From an optimization exercise on the open Yosys and OpenROAD flow, aimed at small area, a short achievable clock period and few clock cycles per item; shortcuts taken in it are not production practice.
Where RTL was checked, it was by simulation tests only, not by an equivalence proof against the original.
The flow treats the clock pin as an ideal source, which a real chip does not have.

==> module psd_datapath, before the edit <==
module psd_datapath #(
	parameter int SLOT_COUNT = psd_pkg::SLOT_COUNT_DEF
) (
	input  wire logic                          clk,
	input  wire logic                          arst_n,
	input  wire psd_pkg::psd_cmd_t             cmd,
	input  wire logic                          operation,
	input  wire logic [psd_pkg::PAGE_W-1:0]    page_id,
	output logic                               done,
	output logic [psd_pkg::STATUS_W-1:0]       status,
	output logic [psd_pkg::SLOT_W-1:0]         slot
);
	localparam int IDX_W = (SLOT_COUNT > 1) ? $clog2(SLOT_COUNT) : 1;
	logic [SLOT_COUNT-1:0]           valid_q;
	logic [psd_pkg::PAGE_W-1:0]      page_q [SLOT_COUNT];
	logic                            op_r;
	logic [psd_pkg::PAGE_W-1:0]      page_r;
	logic [SLOT_COUNT-1:0]           match_r;   
	logic                            same_r;    
	logic                            prev_present;
	logic [SLOT_COUNT-1:0]           prev_onehot;
	logic [SLOT_COUNT-1:0]           match;
	logic [SLOT_COUNT-1:0]           first_free;
	logic [SLOT_COUNT-1:0]           valid_hit;
	logic [SLOT_COUNT-1:0]           valid_miss;
	logic                            below_full;
	logic                            hit_any;
	logic                            free_any;
	logic [IDX_W-1:0]                cmp_idx;
	logic [IDX_W-1:0]                hit_idx;
	logic [IDX_W-1:0]                free_idx;
	logic [psd_pkg::STATUS_W-1:0]    status_d;
	logic [psd_pkg::SLOT_W-1:0]      slot_d;
	logic                            done_q;
	logic [psd_pkg::STATUS_W-1:0]    status_q;
	logic [psd_pkg::SLOT_W-1:0]      slot_q;
	always_ff @(posedge clk) begin
		op_r   <= operation;
		page_r <= page_id;
		same_r <= cmd.resolve && (page_id == page_r);
		for (int k = 0; k < SLOT_COUNT; k++) begin
			match_r[k] <= valid_q[k] && (page_q[k] == page_id);
		end
	end
	always_comb begin
		prev_present = (status_q == psd_pkg::ST_HIT) || (status_q == psd_pkg::ST_LOAD);
		for (int k = 0; k < SLOT_COUNT; k++) begin
			prev_onehot[k] = prev_present && (slot_q == psd_pkg::SLOT_W'(k));
		end
	end
	always_comb begin
		match   = same_r ? prev_onehot : match_r;
		hit_any = same_r ? prev_present : |match_r;
		cmp_idx = '0;
		for (int k = 0; k < SLOT_COUNT; k++) begin
			if (match_r[k]) begin
				cmp_idx = cmp_idx | IDX_W'(k);
			end
		end
		hit_idx  = same_r ? IDX_W'(slot_q) : cmp_idx;
		free_idx = '0;
		for (int k = SLOT_COUNT - 1; k >= 0; k--) begin
			if (!valid_q[k]) begin
				free_idx = IDX_W'(k);
			end
		end
		below_full = 1'b1;
		for (int k = 0; k < SLOT_COUNT; k++) begin
			first_free[k] = !valid_q[k] && below_full;
			below_full    = below_full && valid_q[k];
		end
		free_any = !(&valid_q);
	end
	always_comb begin
		status_d = psd_pkg::ST_ABSENT;
		slot_d   = '0;
		if (op_r == psd_pkg::OP_GET) begin
			if (hit_any) begin
				status_d = psd_pkg::ST_HIT;
				slot_d   = psd_pkg::SLOT_W'(hit_idx);
			end else if (free_any) begin
				status_d = psd_pkg::ST_LOAD;
				slot_d   = psd_pkg::SLOT_W'(free_idx);
			end else begin
				status_d = psd_pkg::ST_FULL;
			end
		end else begin
			if (hit_any) begin
				status_d = psd_pkg::ST_REMOVED;
				slot_d   = psd_pkg::SLOT_W'(hit_idx);
			end
		end
	end
	always_comb begin
		for (int k = 0; k < SLOT_COUNT; k++) begin
			valid_hit[k]  = valid_q[k] && !(cmd.resolve && (op_r == psd_pkg::OP_REMOVE) && match[k]);
			valid_miss[k] = valid_q[k] || (cmd.resolve && (op_r == psd_pkg::OP_GET) && first_free[k]);
		end
	end
	always_ff @(posedge clk or negedge arst_n) begin
		if (!arst_n) begin
			valid_q <= '0;
		end else begin
			valid_q <= hit_any ? valid_hit : valid_miss;
		end
	end
	always_ff @(posedge clk) begin
		for (int k = 0; k < SLOT_COUNT; k++) begin
			if (!valid_q[k]) begin
				page_q[k] <= page_r;
			end
		end
	end
	always_ff @(posedge clk or negedge arst_n) begin
		if (!arst_n) begin
			done_q <= 1'b0;
		end else begin
			done_q <= cmd.resolve;
		end
	end
	always_ff @(posedge clk) begin
		status_q <= status_d;
		slot_q   <= slot_d;
	end
	assign done   = done_q;
	assign status = status_q;
	assign slot   = slot_q;
endmodule
==> flow/config.mk <==
export PLATFORM = sky130hd
export DESIGN_NAME = page_slot_directory_top
export DESIGN_NICKNAME = page_slot_directory_top
export VERILOG_FILES = /design/flow/design.v
export SDC_FILE = /design/flow/constraint.sdc
export NUM_CORES = 4
export LEC_CHECK = 0
export CAP_MARGIN = 20
export CORE_MARGIN = 2
export CORE_UTILIZATION = 65
export PLACE_DENSITY = 0.75
export SETUP_SLACK_MARGIN = 3.0
export SLEW_MARGIN = 20
==> flow/constraint.sdc <==
create_clock -name core_clock -period 5.0 [get_ports {clk}]
set_input_delay 1.0000 -clock core_clock [delete_from_list [all_inputs] [get_ports {clk}]]
set_output_delay 1.0000 -clock core_clock [all_outputs]
set_load 0.01 [all_outputs]
standard.sh (not shown) runs the stock make flow with config.mk's settings and CLKGATE_MAP_FILE= SYNTH_SCRIPT=/design/flow/synth_recipe.tcl, a recipe that flattens the netlist after the stock synthesis.
==> flow/flow/run.sh <==
#!/bin/bash
set -euo pipefail
here=$(cd "$(dirname "$0")" && pwd)
args=("BUFFER_PORTS_ARGS=-buffer_cell sky130_fd_sc_hd__buf_4" "MATCH_CELL_FOOTPRINT=0")
export BUFFER_PORTS_ARGS="-buffer_cell sky130_fd_sc_hd__buf_4"
export MATCH_CELL_FOOTPRINT=0
if [[ -f "$here/cts_args" ]]; then
  export CTS_ARGS="$(tr '\n' ' ' < "$here/cts_args")"
  args+=("CTS_ARGS=$CTS_ARGS")
fi
bash standard.sh "${args[@]}" finish > flow_make.log 2>&1
==> flow/flow/cts_args <==
-sink_clustering_enable -repair_clock_nets -sink_clustering_size 44 -sink_clustering_max_diameter 60 -dont_use_dummy_load
The first run finished clean.
Testbench counts at the start, summed over its fixed seeds: cycles 16,016, items 16,000.
Rerun with:
--- a/flow/design.v
+++ b/flow/design.v
@@ -58,12 +58,13 @@
 	output logic                               done,
 	output logic [psd_pkg::STATUS_W-1:0]       status,
 	output logic [psd_pkg::SLOT_W-1:0]         slot
 );
 	localparam int IDX_W = (SLOT_COUNT > 1) ? $clog2(SLOT_COUNT) : 1;
 	logic [SLOT_COUNT-1:0]           valid_q;
+	logic [SLOT_COUNT-1:0]           free_q;    
 	logic [psd_pkg::PAGE_W-1:0]      page_q [SLOT_COUNT];
 	logic                            op_r;
 	logic [psd_pkg::PAGE_W-1:0]      page_r;
 	logic [SLOT_COUNT-1:0]           match_r;   
 	logic                            same_r;    
 	logic                            prev_present;
@@ -151,16 +152,18 @@
 			valid_q <= '0;
 		end else begin
 			valid_q <= hit_any ? valid_hit : valid_miss;
 		end
 	end
 	always_ff @(posedge clk) begin
-		for (int k = 0; k < SLOT_COUNT; k++) begin
-			if (!valid_q[k]) begin
-				page_q[k] <= page_r;
-			end
+		free_q <= ~(hit_any ? valid_hit : valid_miss);
+	end
+	always_ff @(posedge clk) begin
+		for (int k = 0; k < SLOT_COUNT; k++) begin
+			page_q[k] <= (page_q[k] & {psd_pkg::PAGE_W{valid_q[k]}})
+			           | (page_r & {psd_pkg::PAGE_W{free_q[k]}});
 		end
 	end
 	always_ff @(posedge clk or negedge arst_n) begin
 		if (!arst_n) begin
 			done_q <= 1'b0;
 		end else begin
Outcome: Clock skew is higher by 0.019 ns. Die area is higher by a few percent. Hold slack is worse by 0.040 ns. Cell area stays flat. Setup slack is worse by 0.055 ns. Cell count is higher by a quarter to a third. Utilization is lower by 1.9 points. Register-to-register slack is worse by 0.08 ns. Non-clock buffer count is higher by 28.
Function not checked in the second run of this note: the RTL went through the layout flow alone.

## what the ideal ports hide
Ports are ideal in the flow. The routed layouts listed here were re-timed in OpenROAD. Step 1, drivers: a clkbuf_16 drives clk and a buf_2 each remaining input, both assumed. Step 2 times the ports against the registers' clock, not the clock port: input delays grow and output delays shrink by t, the midpoint of the rising clock arrivals with the driver on. Three values: ideal, step 1, step 2; two values: the first two.
| run | t (ns) | slack for setup (ns) | latest minus earliest clock arrival (ns) | slew at the worst register clock pin (ns) | cell pins on the clock port's net |
|---|---|---|---|---|---|
| the first run | 0.625 | 2.960 / 2.904 / 2.385 | 0.061 / 0.061 | 0.11 / 0.11 | 1 |
| the second run | 0.622 | 2.905 / 2.849 / 2.370 | 0.079 / 0.080 | 0.10 / 0.10 | 1 |
After both steps setup and hold are still met in every run listed. For the first run, which loses most, drivers alone change the setup slack by -0.056 ns; drivers and shift together by -0.575 ns.
